What follows belongs to an exercise in optimizing a design on an open flow for a short achievable clock period and few clock cycles per item; a production flow would make more cautious choices.
The RTL was checked by simulation tests, not by an equivalence proof against the original design.
Power figures rest on the tool's default switching activity, not on a simulated workload.

## flow/config.mk

```make
export PLATFORM = sky130hd
export DESIGN_NAME = cpu_top
export DESIGN_NICKNAME = cpu_top
export VERILOG_FILES = /design/flow/design.v
export SDC_FILE = /design/flow/constraint.sdc
export NUM_CORES = 4
export LEC_CHECK = 0
export CAP_MARGIN = 20
export CORE_MARGIN = 2
export CORE_UTILIZATION = 30
export SLEW_MARGIN = 20
```

## flow/constraint.sdc

```tcl
create_clock -name core_clock -period 7.0 [get_ports {clk}]
set_input_delay 1.4000 -clock core_clock [delete_from_list [all_inputs] [get_ports {clk}]]
set_output_delay 1.4000 -clock core_clock [all_outputs]
set_load 0.01 [all_outputs]
```

## flow/design.v

```verilog
package cpu_isa_pkg;
    typedef logic [31:0] word_t;
    typedef logic [4:0]  reg_addr_t;
    typedef enum logic [3:0] {
        op_add  = 4'h1,
        op_addi = 4'h2,
        op_lw   = 4'h3,
        op_sw   = 4'h4
    } opcode_t;
    localparam word_t WORD_BYTES = 32'd4;
endpackage
`timescale 1ns/10ps
module cpu_top #(
    parameter cpu_isa_pkg::word_t RESET_PC = 32'h0000_0000,
    parameter int                 NUM_REGS = 32
) (
    input  logic               clk,
    input  logic               rst_n,
    output logic               mem_req,
    output logic               mem_we,
    output cpu_isa_pkg::word_t mem_addr,
    output cpu_isa_pkg::word_t mem_wdata,
    input  cpu_isa_pkg::word_t mem_rdata,
    input  logic               mem_ack
);
    logic        xf_fetch;
    logic        xf_load;
    logic [29:0] fa;           
    logic        ir_add;
    logic        ir_alu;
    logic        ir_memop;
    logic        ir_store;
    logic [12:0] ir_imm;
    logic [31:0] rs1_oh;
    logic [31:0] rs2_oh;
    logic [31:0] rd_oh;
    logic        v1;           
    logic        wb_v;         
    cpu_isa_pkg::word_t res;
    cpu_isa_pkg::word_t regs [32];
    cpu_isa_pkg::word_t ra, rb, imm_ext, ea, alu;
    logic        next_data;
    logic [3:0]  op_in;
    always_comb begin
        ra = '0;
        rb = '0;
        for (int i = 0; i < 32; i++) begin
            ra = ra | ({32{rs1_oh[i]}} & regs[i]);
            rb = rb | ({32{rs2_oh[i]}} & regs[i]);
        end
    end
    assign imm_ext   = {{19{ir_imm[12]}}, ir_imm};
    assign ea        = ra + imm_ext;
    assign alu       = ra + (ir_add ? rb : imm_ext);
    assign next_data = xf_fetch & ir_memop;
    assign op_in     = mem_rdata[31:28];
    always_ff @(posedge clk or negedge rst_n) begin
        if (!rst_n) begin
            mem_req  <= 1'b0;
            mem_we   <= 1'b0;
            xf_fetch <= 1'b0;
            xf_load  <= 1'b0;
            fa       <= RESET_PC[31:2] - 30'd1;
            v1       <= 1'b0;
            wb_v     <= 1'b0;
        end else begin
            mem_req <= !mem_ack;
            if (!mem_req && !mem_ack) begin
                mem_we   <= next_data & ir_store;
                xf_fetch <= !next_data;
                xf_load  <= next_data & !ir_store;
            end
            if (mem_req && xf_fetch)
                fa <= mem_addr[31:2];
            v1   <= mem_req & xf_fetch & mem_ack;
            wb_v <= (v1 & ir_alu) | (mem_req & xf_load & mem_ack);
        end
    end
    always_ff @(posedge clk) begin
        if (!mem_req) begin
            mem_addr  <= next_data ? ea : {fa + 30'd1, 2'b00};
            mem_wdata <= rb;
        end
    end
    always_ff @(posedge clk) begin
        if (mem_req && xf_fetch) begin
            ir_add   <= op_in == 4'h1;
            ir_alu   <= op_in == 4'h1 || op_in == 4'h2;
            ir_memop <= op_in == 4'h3 || op_in == 4'h4;
            ir_store <= op_in == 4'h4;
            ir_imm   <= mem_rdata[27:15];
            for (int i = 0; i < 32; i++) begin
                rs1_oh[i] <= mem_rdata[4:0]   == 5'(i);
                rs2_oh[i] <= mem_rdata[9:5]   == 5'(i);
                rd_oh[i]  <= mem_rdata[14:10] == 5'(i);
            end
        end
    end
    always_ff @(posedge clk) begin
        if (v1)
            res <= alu;
        else if (mem_req && xf_load)
            res <= mem_rdata;
    end
    always_ff @(posedge clk or negedge rst_n) begin
        if (!rst_n) begin
            for (int i = 0; i < 32; i++)
                regs[i] <= '0;
        end else begin
            for (int i = 0; i < 32; i++)
                if (wb_v && rd_oh[i])
                    regs[i] <= res;
        end
    end
endmodule
```

## flow/run.sh

```bash
#!/bin/bash
# synth_recipe.tcl (not shown) runs the flow's synth.tcl, then flattens the netlist and writes it again
# the make line also repeats each setting of config.mk as NAME=value (left out here)
make -C /OpenROAD-flow-scripts/flow DESIGN_CONFIG=/design/flow/config.mk WORK_HOME=/design/flow/orfs CLKGATE_MAP_FILE= SYNTH_SCRIPT=/design/flow/synth_recipe.tcl finish
```

==> impl_metrics.py, run 1 <==
metrics = {
    "logic_synthesis": {
        "syn_area_per_cell_um2": 12.5,
        "synth_area_um2": 61600,
        "synth_edf_count": 209,
        "ys_ff_latch": 1269,
        "synthCells": 4936,
        "synthDistinctLibCells": 74,
        "syn-num-nets": 5036,
        "yosys_most_used_dff": "dfrtp_1",
        "async_reset_ff_share_pct": 83.5,
        "yosysWarnings": 2,
        "synth.yosys.seq_area_share_pct": 53.3,
    },
    "cts": {
        "root_buffer": "clkbuf_16",
        "cts_buffers": 140,
        "cts_hold_buf": 0,
        "clock_latency_ns": 0.82,
        "post_cts.repair.setup_buffers": 0,
        "ctsResizeCount": 0,
        "path_clk_slew_ns": 0.06,
        "clk_path_buf_depth": 3,
        "h-tree-depth": 4,
        "cts_tree": "yes",
        "cts_sinks": 1269,
    },
    "timing": {
        "fin_setup_tns_ns": 0,
        "hold_viol": 0,
        "worst_slack_ns": 1.44,
        "setup_viol": 0,
        "clock.fmax_ghz": 0.180,
        "min_period_ns": 5.56,
        "worst_slew_pin_slew_ns": 1.38,
        "fin_crit_sh_pct": 79.4,
        "slew_headroom_pct": 7.97,
        "report.final.slew_viol_count": 0,
        "fin_skew_ns": 0.0406,
        "rsz0062_at_grt": "false",
    },
    "finish": {
        "final_area_um2": 70700,
        "drive_above_1_share_pct": 31.0,
        "mostFrequentLayoutCells": "1,088 x mux2_2, 1,028 x dfrtp_1, 772 x a22oi_1",
        "final_common_cell": "mux2_2",
        "utilization_pct": 34.6,
        "fillers": 20000,
        "fin_cells": 7733,
        "area_delta_synth_final_pct": 14.7,
        "nets": 5007,
    },
    "global_routing": {
        "grt_max_degree": 178,
        "gr-usage-all-layers_pct": 26.7,
        "antenna_found_initial": 27,
        "grt_overflow": 0,
        "first_global_vias": 49500,
        "grt_pass1_wl_um": 397000,
    },
    "power": {
        "powerDensity_nw_per_um2": 411,
        "power_leakage_nw": 28.0,
        "ir_worst_vdd_mv": 0.294,
    },
    "setup_path": {
        "cp_data_required_time_ns": 7.54,
        "r2r_start": "rs2_oh[24]",
        "crit_type": "reg2reg",
        "critPathMaxFanout": 20,
        "start_kind": "flip-flop",
        "critical-path-max-stage-delay_ns": 0.87,
        "cp_common_cell": "mux2_2",
        "r2r_cells": 14,
        "cp_top_family": "compound AO/OA/AOI/OAI gates",
        "endpoint_kind": "flip-flop",
        "critPathBufInv": 1,
        "startpoint": "rs2_oh[24]",
        "path_cells": "buf_4 > a22oi_1 > nand4_1 > or4_1 > mux2_2 > ha_1 > o211ai_1 > o211ai_2 > a41oi_2 > o311ai_2 > a31oi_1 > o31ai_1 > xor2_1 > mux2_2",
        "cp_num_cells": 14,
        "cp_slowest_cell": "edfxtp_1",
        "cp.arrival_ns": 6.10,
    },
    "die": {
        "dieArea_um2": 209000,
        "io_pins": 101,
        "core_area_um2": 204000,
        "start_util_pct": 30.1,
        "die_x_um": 457,
        "die_height_um": 457,
        "fp-row-count": 166,
    },
    "route": {
        "num_vias": 52200,
        "viasPerCell": 6.75,
        "dr.pass1.iters": 13,
        "routed_wl_um": 289000,
        "final_antenna_net_count": 0,
        "drc": 0,
        "first_iter_violations": 10500,
        "wl_per_cell_um": 37.3,
    },
    "placement": {
        "routabilityCongestion": 0.952,
        "placed_area_um2": 65600,
        "dp_cells": 7438,
        "place_ws_ns": 1.76,
        "port_buffers": 100,
        "hpwl_um": 157000,
    },
    "min_path": {
        "min_path_cells": 2,
        "min-delay-start": "mem_addr[21]",
        "hold_path.class": "reg2reg",
    },
    "flow_run": {
        "drv_cap": 0,
    },
    "status": {
        "status": "complete, no violations",
    },
}
[worst min-delay path, cell delays in order, from the launching register on]
cell and delay (ns):
edfxtp_1 0.36, nand2_1 0.05, o21ai_0 0.06
[report_power, final]
group	switching, mW	total, mW	internal (mW)
Sequential	3.24	13.8	10.6
Combinational	3.55	7.49	3.94
Clock	3.24	7.72	4.49
[cell families (layout without fill, tap and decap cells)]
family,Yosys count,count (layout),share of synthesized area (%)
buf+inv,468,553,2.85
simple gates,702,702,5.94
flops,1269,1269,53.3
fa+ha+maj,65,65,1.34
compound gates,1259,1259,15.5
mux,1092,1092,20.0
other cells,0,24,0
xor+xnor,81,81,1.15
[final timing paths]
| path | to | slack, ns |
|---|---|---|
| max in group asynchronous | regs[28][7] | 4.65 |
| worst max register to register | res[29] | 1.44 |
| worst min-delay path | fa[19] | 0.51 |
| worst max-delay path | res[29] | 1.44 |
| min in group asynchronous | regs[30][18] | 0.64 |
| worst min register to register | fa[19] | 0.51 |
[cell usage after synthesis (9+ instances only)]
| master | number | area, um^2 |
|---|---|---|
| a21oi_1 | 72 | 360 |
| buf_1 | 124 | 465 |
| nand4_1 | 141 | 882 |
| or3_1 | 11 | 68.8 |
| nand3_1 | 152 | 761 |
| nor3_1 | 17 | 85.1 |
| o21ai_0 | 58 | 290 |
| nand2b_1 | 9 | 56.3 |
| a22oi_1 | 772 | 5800 |
| a22o_1 | 126 | 1100 |
| or4_1 | 63 | 473 |
| inv_1 | 42 | 158 |
| clkbuf_1 | 301 | 1130 |
| a31oi_1 | 9 | 56.3 |
| a21o_1 | 25 | 188 |
| dfrtp_1 | 1030 | 25800 |
| edfxtp_1 | 209 | 6280 |
| and3_1 | 11 | 68.8 |
| o211ai_1 | 9 | 67.6 |
| dfstp_2 | 30 | 788 |
| xnor2_1 | 48 | 420 |
| a221oi_1 | 126 | 1100 |
| ha_1 | 63 | 788 |
| xor2_1 | 33 | 289 |
| nand2_1 | 118 | 443 |
| mux2_2 | 1088 | 12300 |
| nor2_1 | 139 | 522 |
| nand3b_1 | 11 | 82.6 |
[layout make-up]
type / count / area, um^2 / share of cell area (%)
flip-flops and latches: 1269 / 32800 / 46.5
multi-input cells: 3199 / 27100 / 38.4
clock buffers: 201 / 4040 / 5.71
well taps: 2688 / 3360 / 4.76
repair buffers: 255 / 2390 / 3.39
clock inverters: 55 / 694 / 0.983
inverters: 42 / 163 / 0.230
diodes: 24 / 60.1 / 0.0850
[sequential cells by signal (all words and copies together), names as in the netlist, 13 cells and up]
register   count
regs        1024
mem_addr      32
mem_wdata     32
rd_oh         32
res           32
rs1_oh        32
rs2_oh        32
fa            30
ir_imm        13
[through the flow]
stage / hold WS [ns] / power, mW
floorplan: 0.436 / 17.7
global placement: 0.489 / 20.7
detailed placement: 0.498 / 20.8
CTS: 0.510 / 28.5
global route: 0.544 / 30.0
finish: 0.508 / 29.0
[per-layer routing]
metal  vias up  share of wire, %  track usage, %
met5         -             0.073           0.321
met4        27               9.0            18.3
met3      1619                15            11.9
met2      5123                39            36.5
met1     26200                36            33.4
li1      19200                 -               -
Testbench counts, summed over its fixed seeds: cycles 52,712, instrs 17,856.
==> run 2: changes to the inputs <==
--- a/flow/config.mk
+++ b/flow/config.mk
@@ -5,7 +5,9 @@
 export SDC_FILE = /design/flow/constraint.sdc
 export NUM_CORES = 4
 export LEC_CHECK = 0
+export ABC_CLOCK_PERIOD_IN_PS = 2000
 export CAP_MARGIN = 20
 export CORE_MARGIN = 2
-export CORE_UTILIZATION = 30
+export CORE_UTILIZATION = 55
+export SETUP_SLACK_MARGIN = 4.5
 export SLEW_MARGIN = 20
==> impl_metrics.py, run 2 <==
metrics = {
    "timing": {
        "fin_crit_sh_pct": 65.3,
        "fin_setup_tns_ns": 0,
        "min_period_ns": 4.57,
        "rsz0062_at_grt": "true",
        "setup_viol": 0,
        "hold_viol": 0,
        "worst_slew_pin_slew_ns": 1.30,
        "slew_headroom_pct": 13.3,
        "report.final.slew_viol_count": 0,
        "fin_skew_ns": 0.0286,
        "clock.fmax_ghz": 0.219,
        "worst_slack_ns": 2.43,
    },
    "logic_synthesis": {
        "yosys_most_used_dff": "dfrtp_1",
        "syn-num-nets": 5036,
        "synth_mux_area_share_pct": 20.0,
        "syn_area_per_cell_um2": 12.5,
        "synthAdderAreaFrac_pct": 1.34,
        "yosysWarnings": 2,
        "synthCells": 4936,
        "synth_edf_count": 209,
        "ys_top_cells_by_count": "1,088 x mux2_2, 1,030 x dfrtp_1, 772 x a22oi_1, 301 x clkbuf_1, 209 x edfxtp_1",
        "synth_area_um2": 61600,
        "async_reset_ff_share_pct": 83.5,
        "synth_top_family_by_area": "multiplexers",
        "synth_top_area_share_pct": 41.8,
        "synthDistinctLibCells": 74,
        "synthXorXnorAreaFrac_pct": 1.15,
        "ys_ff_latch": 1269,
        "synth-simple-area-share_pct": 5.94,
        "synthTopCellsByArea": "dfrtp_1 42%, mux2_2 20%, edfxtp_1 10%",
        "synth_top_cell_by_area": "dfrtp_1",
        "synth_compound_area_share_pct": 15.5,
        "synth.most_common_cell": "mux2_2",
        "synth.yosys.seq_area_share_pct": 53.3,
    },
    "finish": {
        "drive_above_1_share_pct": 40.7,
        "area_delta_synth_final_pct": 21.3,
        "largest_register_ffs": 1024,
        "mostFrequentLayoutCells": "1,067 x mux2_2, 1,027 x dfrtp_1, 755 x a22oi_1",
        "final_common_cell": "mux2_2",
        "nets": 5296,
        "final_area_um2": 74700,
        "top_register": "regs",
    },
    "cts": {
        "cts_sinks": 1269,
        "clk_path_buf_depth": 3,
        "cts_hold_buf": 0,
        "cts_buffers": 140,
        "h-tree-depth": 4,
        "cts_tree": "yes",
        "clock_latency_ns": 0.78,
        "root_buffer": "clkbuf_16",
        "path_clk_slew_ns": 0.06,
    },
    "placement": {
        "place_ws_ns": 1.80,
        "hpwl_um": 159000,
        "port_buffers": 100,
        "routabilityCongestion": 0.965,
        "placed_area_um2": 65000,
    },
    "route": {
        "viasPerCell": 8.06,
        "dr.pass1.iters": 13,
        "first_iter_violations": 11900,
        "dr_wl_met3_um": 52500,
        "drc": 0,
        "top_layer_used": "met5",
        "num_vias": 55100,
        "final_antenna_net_count": 0,
        "wl_per_cell_um": 44.9,
        "wl_met1_um": 105000,
        "wl_met2_um": 116000,
        "routed_wl_um": 307000,
    },
    "global_routing": {
        "grt_max_degree": 169,
        "gr-usage-all-layers_pct": 52.3,
        "grt_overflow": 0,
        "grt_pass1_wl_um": 417000,
        "antenna_found_initial": 18,
        "first_global_vias": 51000,
    },
    "setup_path": {
        "cp_slowest_cell": "or4_4",
        "start_kind": "flip-flop",
        "path_cells": "buf_8 > a22o_1 > a221oi_2 > nand3_1 > or4_4 > mux2_4 > ha_4 > a21oi_4 > nor2_1 > a2111oi_4 > nand2_2 > a21boi_4 > a21oi_2 > o2111a_1 > a211o_1",
        "startpoint": "rs2_oh[23]",
        "cp_data_required_time_ns": 7.51,
        "timing.rr.end": "res[28]",
        "cp.arrival_ns": 5.08,
        "r2r_start": "rs2_oh[23]",
        "crit_type": "reg2reg",
        "endpoint_kind": "flip-flop",
        "r2r_cells": 15,
        "worst-r2r-setup-slack_ns": 2.43,
        "critical-path-max-stage-delay_ns": 0.59,
        "critPathMaxFanout": 32,
    },
    "power": {
        "ir_worst_vdd_mv": 0.274,
        "powerDensity_nw_per_um2": 398,
        "power_leakage_nw": 30.6,
        "report.power.total_mw": 29.8,
    },
    "die": {
        "dieArea_um2": 115000,
        "core_area_um2": 111000,
        "die_x_um": 339,
        "die_height_um": 339,
        "fp-row-count": 122,
        "start_util_pct": 55.6,
        "io_pins": 101,
    },
    "min_path": {
        "min-delay-start": "mem_addr[25]",
        "hold_path_end": "fa[23]",
        "hold_path.class": "reg2reg",
        "min_path_cells": 1,
    },
    "flow_run": {
        "drv_cap": 0,
    },
    "status": {
        "status": "complete, no violations",
    },
}
run 2: changes by cell type in the layout (fill, tap and decap cells not counted), moves of 34 or more:
cell             change
buf_2               +56
buf_12              +67
ha_1                -39
or4_4               +51
or4_1               -51
buf_6               +88
o21ai_0             -36
a221oi_1            -49
buf_4              +106
a221oi_2            +48
clkdlybuf4s50_1     -66
ha_4                +34
run 2: worst max-delay path by stage:
| stage | to | cells past startpoint | slack (ns) |
|---|---|---|---|
| CTS | res[27] | 17 | 2.66 |
| global placement | res[28] | 14 | 1.86 |
| finish | res[28] | 15 | 2.43 |
| global route | res[28] | 17 | 2.41 |
| detailed placement | res[28] | 14 | 1.80 |
| floorplan | res[28] | 15 | 3.16 |
run 2: layout make-up:
class	count	area [um^2]
Tap cell	1488	1860
Inverter	42	165
Multi-Input combinational cell	3199	29100
Antenna cell	35	87.6
Timing Repair Buffer	544	6090
Fill cell	8316	36100
Sequential cell	1269	32800
Clock buffer	214	4200
Clock inverter	41	349
run 2: critical path: cells and delay by family (launching register included):
family | cells | cell delay (ns)
compound gates | 8 | 1.95
mux | 1 | 0.31
simple gates | 4 | 0.96
buf+inv | 1 | 0.23
flops | 1 | 0.42
fa+ha+maj | 1 | 0.28
run 2: kinds of logic after synthesis:
family                   count (synthesis)
flip-flops                            1269
AO/OA/AOI/OAI                         1259
multiplexers                          1092
AND/OR/NAND/NOR                        702
buffers and inverters                  468
XOR/XNOR                                81
adder cells (fa/ha/maj)                 65
run 2: where the power goes:
group / total [mW] / leakage (nW) / internal [mW] / switching (mW)
logic: 8.54 / 13.7 / 4.48 / 4.06
registers: 13.8 / 14.7 / 10.6 / 3.20
clock network: 7.45 / 2.23 / 4.29 / 3.16
run 2: per-stage QoR:
stage / hold slack (ns) / std cells / utilization (%)
after floorplan: 0.436 / 4936 / -
after global placement: 0.483 / 6252 / 58.6
after detailed placement: 0.477 / 6254 / 58.7
after CTS: 0.494 / 6743 / 66.3
after global routing: 0.523 / 6798 / 67.4
final: 0.502 / 6832 / 67.4
run 2: metal layers:
layer / track usage (%) / up-vias
li1: - / 19800
met1: 65.2 / 27200
met2: 67.6 / 5945
met3: 27.5 / 2134
met4: 39.7 / 20
met5: 1.63 / -
run 2: what timing repair did:
action,CTS,global route
hold endpoints to repair,0,0
pin swaps,135,97
gates resized for setup,701,140
gates cloned,13,2
setup buffers,221,46
setup endpoints to repair,331,247
==> run 3: changes to the inputs <==
==> flow/design.v (replaced) <==
package cpu_isa_pkg;
    typedef logic [31:0] word_t;
    typedef logic [4:0]  reg_addr_t;
    typedef enum logic [3:0] {
        op_add  = 4'h1,
        op_addi = 4'h2,
        op_lw   = 4'h3,
        op_sw   = 4'h4
    } opcode_t;
    localparam word_t WORD_BYTES = 32'd4;
endpackage
`timescale 1ns/10ps
module ks_add32 (
    input  logic [31:0] a,
    input  logic [31:0] b,
    output logic [31:0] s
);
    logic [31:0] g [6];
    logic [31:0] p [6];
    assign g[0] = a & b;
    assign p[0] = a ^ b;
    for (genvar k = 0; k < 5; k++) begin : g_lvl
        for (genvar i = 0; i < 32; i++) begin : g_bit
            if (i >= (1 << k)) begin : g_op
                assign g[k+1][i] = g[k][i] | (p[k][i] & g[k][i - (1 << k)]);
                assign p[k+1][i] = p[k][i] & p[k][i - (1 << k)];
            end else begin : g_pass
                assign g[k+1][i] = g[k][i];
                assign p[k+1][i] = p[k][i];
            end
        end
    end
    assign s = p[0] ^ {g[5][30:0], 1'b0};
endmodule
`timescale 1ns/10ps
module cpu_top #(
    parameter cpu_isa_pkg::word_t RESET_PC = 32'h0000_0000,
    parameter int                 NUM_REGS = 32
) (
    input  logic               clk,
    input  logic               rst_n,
    output logic               mem_req,
    output logic               mem_we,
    output cpu_isa_pkg::word_t mem_addr,
    output cpu_isa_pkg::word_t mem_wdata,
    input  cpu_isa_pkg::word_t mem_rdata,
    input  logic               mem_ack
);
    logic        xf_fetch;
    logic        xf_load;
    logic [29:0] fa;           
    logic        ir_add;
    logic        ir_alu;
    logic        ir_memop;
    logic        ir_store;
    logic [12:0] ir_imm;
    logic [31:0] rd_oh;
    cpu_isa_pkg::word_t opa, opb;
    logic        v1;           
    cpu_isa_pkg::word_t regs [32];
    cpu_isa_pkg::word_t ra, rb, imm_ext, ea, alu, wdata;
    logic [31:0] rs1_sel, rs2_sel, rf_we;
    logic        next_data;
    logic        wb_alu, wb_load;
    logic [3:0]  op_in;
    always_comb begin
        ra = '0;
        rb = '0;
        for (int i = 0; i < 32; i++) begin
            rs1_sel[i] = mem_rdata[4:0] == 5'(i);
            rs2_sel[i] = mem_rdata[9:5] == 5'(i);
            ra = ra | ({32{rs1_sel[i]}} & regs[i]);
            rb = rb | ({32{rs2_sel[i]}} & regs[i]);
        end
    end
    assign imm_ext   = {{19{ir_imm[12]}}, ir_imm};
    ks_add32 u_ea  (.a(opa), .b(imm_ext), .s(ea));
    ks_add32 u_alu (.a(opa), .b(ir_add ? opb : imm_ext), .s(alu));
    assign next_data = xf_fetch & ir_memop;
    assign op_in     = mem_rdata[31:28];
    assign wb_alu  = v1 & ir_alu;
    assign wb_load = mem_req & xf_load & mem_ack;
    assign wdata   = v1 ? alu : mem_rdata;
    assign rf_we   = rd_oh & {32{wb_alu | wb_load}};
    always_ff @(posedge clk or negedge rst_n) begin
        if (!rst_n) begin
            mem_req  <= 1'b0;
            mem_we   <= 1'b0;
            xf_fetch <= 1'b0;
            xf_load  <= 1'b0;
            fa       <= RESET_PC[31:2] - 30'd1;
            v1       <= 1'b0;
        end else begin
            mem_req <= !mem_ack;
            if (!mem_req && !mem_ack) begin
                mem_we   <= next_data & ir_store;
                xf_fetch <= !next_data;
                xf_load  <= next_data & !ir_store;
            end
            if (mem_req && xf_fetch)
                fa <= mem_addr[31:2];
            v1 <= mem_req & xf_fetch & mem_ack;
        end
    end
    always_ff @(posedge clk) begin
        if (!mem_req) begin
            mem_addr  <= next_data ? ea : {fa + 30'd1, 2'b00};
            mem_wdata <= opb;
        end
    end
    always_ff @(posedge clk) begin
        if (mem_req && xf_fetch) begin
            ir_add   <= op_in == 4'h1;
            ir_alu   <= op_in == 4'h1 || op_in == 4'h2;
            ir_memop <= op_in == 4'h3 || op_in == 4'h4;
            ir_store <= op_in == 4'h4;
            ir_imm   <= mem_rdata[27:15];
            opa      <= ra;
            opb      <= rb;
            for (int i = 0; i < 32; i++)
                rd_oh[i] <= mem_rdata[14:10] == 5'(i);
        end
    end
    always_ff @(posedge clk or negedge rst_n) begin
        if (!rst_n) begin
            for (int i = 0; i < 32; i++)
                regs[i] <= '0;
        end else begin
            for (int i = 0; i < 32; i++)
                if (rf_we[i])
                    regs[i] <= wdata;
        end
    end
endmodule
==> impl_metrics.py, run 3 <==
metrics = {
    "placement": {
        "port_buffers": 100,
        "place_ws_ns": 2.14,
        "dp_cells": 7223,
        "hpwl_um": 161000,
        "routabilityCongestion": 0.985,
    },
    "logic_synthesis": {
        "syn_area_per_cell_um2": 9.61,
        "synthTopCellsByArea": "dfrtp_1 43%, edfxtp_1 9.0%, a22oi_1 8.0%",
        "synth_top_cell_by_area": "dfrtp_1",
        "async_reset_ff_share_pct": 85.7,
        "synth_area_um2": 59200,
        "ys_top_cells_by_count": "1,029 x dfrtp_1, 1,015 x nand2_1, 880 x o21ai_0, 632 x a22oi_1, 484 x clkbuf_1",
        "synth_edf_count": 177,
        "ys_ff_latch": 1236,
        "synth.most_common_cell": "dfrtp_1",
        "syn-num-nets": 6267,
        "synth_top_area_share_pct": 43.5,
        "yosysWarnings": 5,
        "yosys_most_used_dff": "dfrtp_1",
        "synthDistinctLibCells": 64,
        "synth.yosys.seq_area_share_pct": 53.8,
        "synthCells": 6167,
    },
    "cts": {
        "root_buffer": "clkbuf_16",
        "cts_hold_buf": 0,
        "cts_sinks": 1236,
        "h-tree-depth": 4,
        "clk_path_buf_depth": 3,
        "cts_buffers": 136,
    },
    "die": {
        "io_pins": 101,
        "die_x_um": 332,
        "start_util_pct": 55.4,
        "die_height_um": 332,
        "fp-row-count": 120,
    },
    "global_routing": {
        "grt_overflow": 1,
        "gr-usage-all-layers_pct": 73.8,
        "grt_max_degree": 157,
    },
    "status": {
        "status": "did not finish",
        "stop_stage": "5_1_grt",
        "error_line": "[ERROR GRT-0232] Routing congestion too high. Check the congestion heatmap in the GUI.",
    },
}
[run 3: cell types whose count changed after synthesis, moves of 65 or more]
| cell | delta |
|---|---|
| a22oi_1 | -140 |
| a22o_1 | +71 |
| o21ai_0 | +822 |
| mux2_2 | -1047 |
| nor2_1 | +220 |
| nand2_1 | +897 |
| clkbuf_1 | +183 |
| a221oi_1 | +72 |
| or3_1 | +65 |
| a21oi_1 | +142 |
[run 3: metal layers]
metal	overflow	track usage, %
met1	0	75.4
met2	1	85.7
met3	0	62.2
met4	0	67.9
met5	0	52.9
[run 3: power groups by stage]
stage | combinational (mW) | clock [mW] | sequential, mW
floorplan | 4.04 | 0 | 12.3
global placement | 5.27 | 0 | 13.6
detailed placement | 5.48 | 0 | 13.6
CTS | 7.37 | 7.43 | 13.6
[run 3: worst min path at each step]
stage                          endpoint  slack (ns)  cells after the start
after floorplan           mem_wdata[31]        0.42                      0
after global placement          xf_load        0.46                      1
after detailed placement        xf_load        0.47                      1
after CTS                       xf_load        0.48                      1
[run 3: stage by stage]
step	total power, mW	instance area, um^2
floorplan	16.4	63600
global placement	18.9	63300
detailed placement	19.1	63400
CTS	28.4	80100
[run 3: cell families after synthesis]
logic type,share of synthesized area [%]
mux,1.20
simple gates,13.9
compound gates,24.8
flops,53.8
fa+ha+maj,1.40
xor+xnor,1.15
buf+inv,3.80
[run 3: repair_timing]
item,in CTS
resized for setup,1476
setup buffers,454
endpoints found under the setup margin,1177
pin swaps,407
gates cloned,140
Testbench counts of run 3, summed over its fixed seeds: cycles 52,712, instrs 17,856.

==> re-timing with driven ports <==
How much do the figures lean on ideal ports? The routed layouts below were timed once more, with nothing changed but the port constraints.
Step 1 assumes that a clkbuf_16 drives the clock port and a buf_2 every other input.
Step 2 also shifts input and output timing later by t, the mid clock arrival at the registers, as if the neighbouring blocks saw the same clock.
a / b / c = ideal ports / drivers / drivers and shift; a / b = the first two.
| run | shift t [ns] | setup WS [ns] | worst slew at a driven data input, ns |
|---|---|---|---|
| run 1 | 0.883 | 1.442 / 1.442 / 1.442 | 0.13 |
| run 2 | 0.851 | 2.428 / 2.428 / 2.428 | 0.10 |
After both steps setup and hold are still met in every run listed.
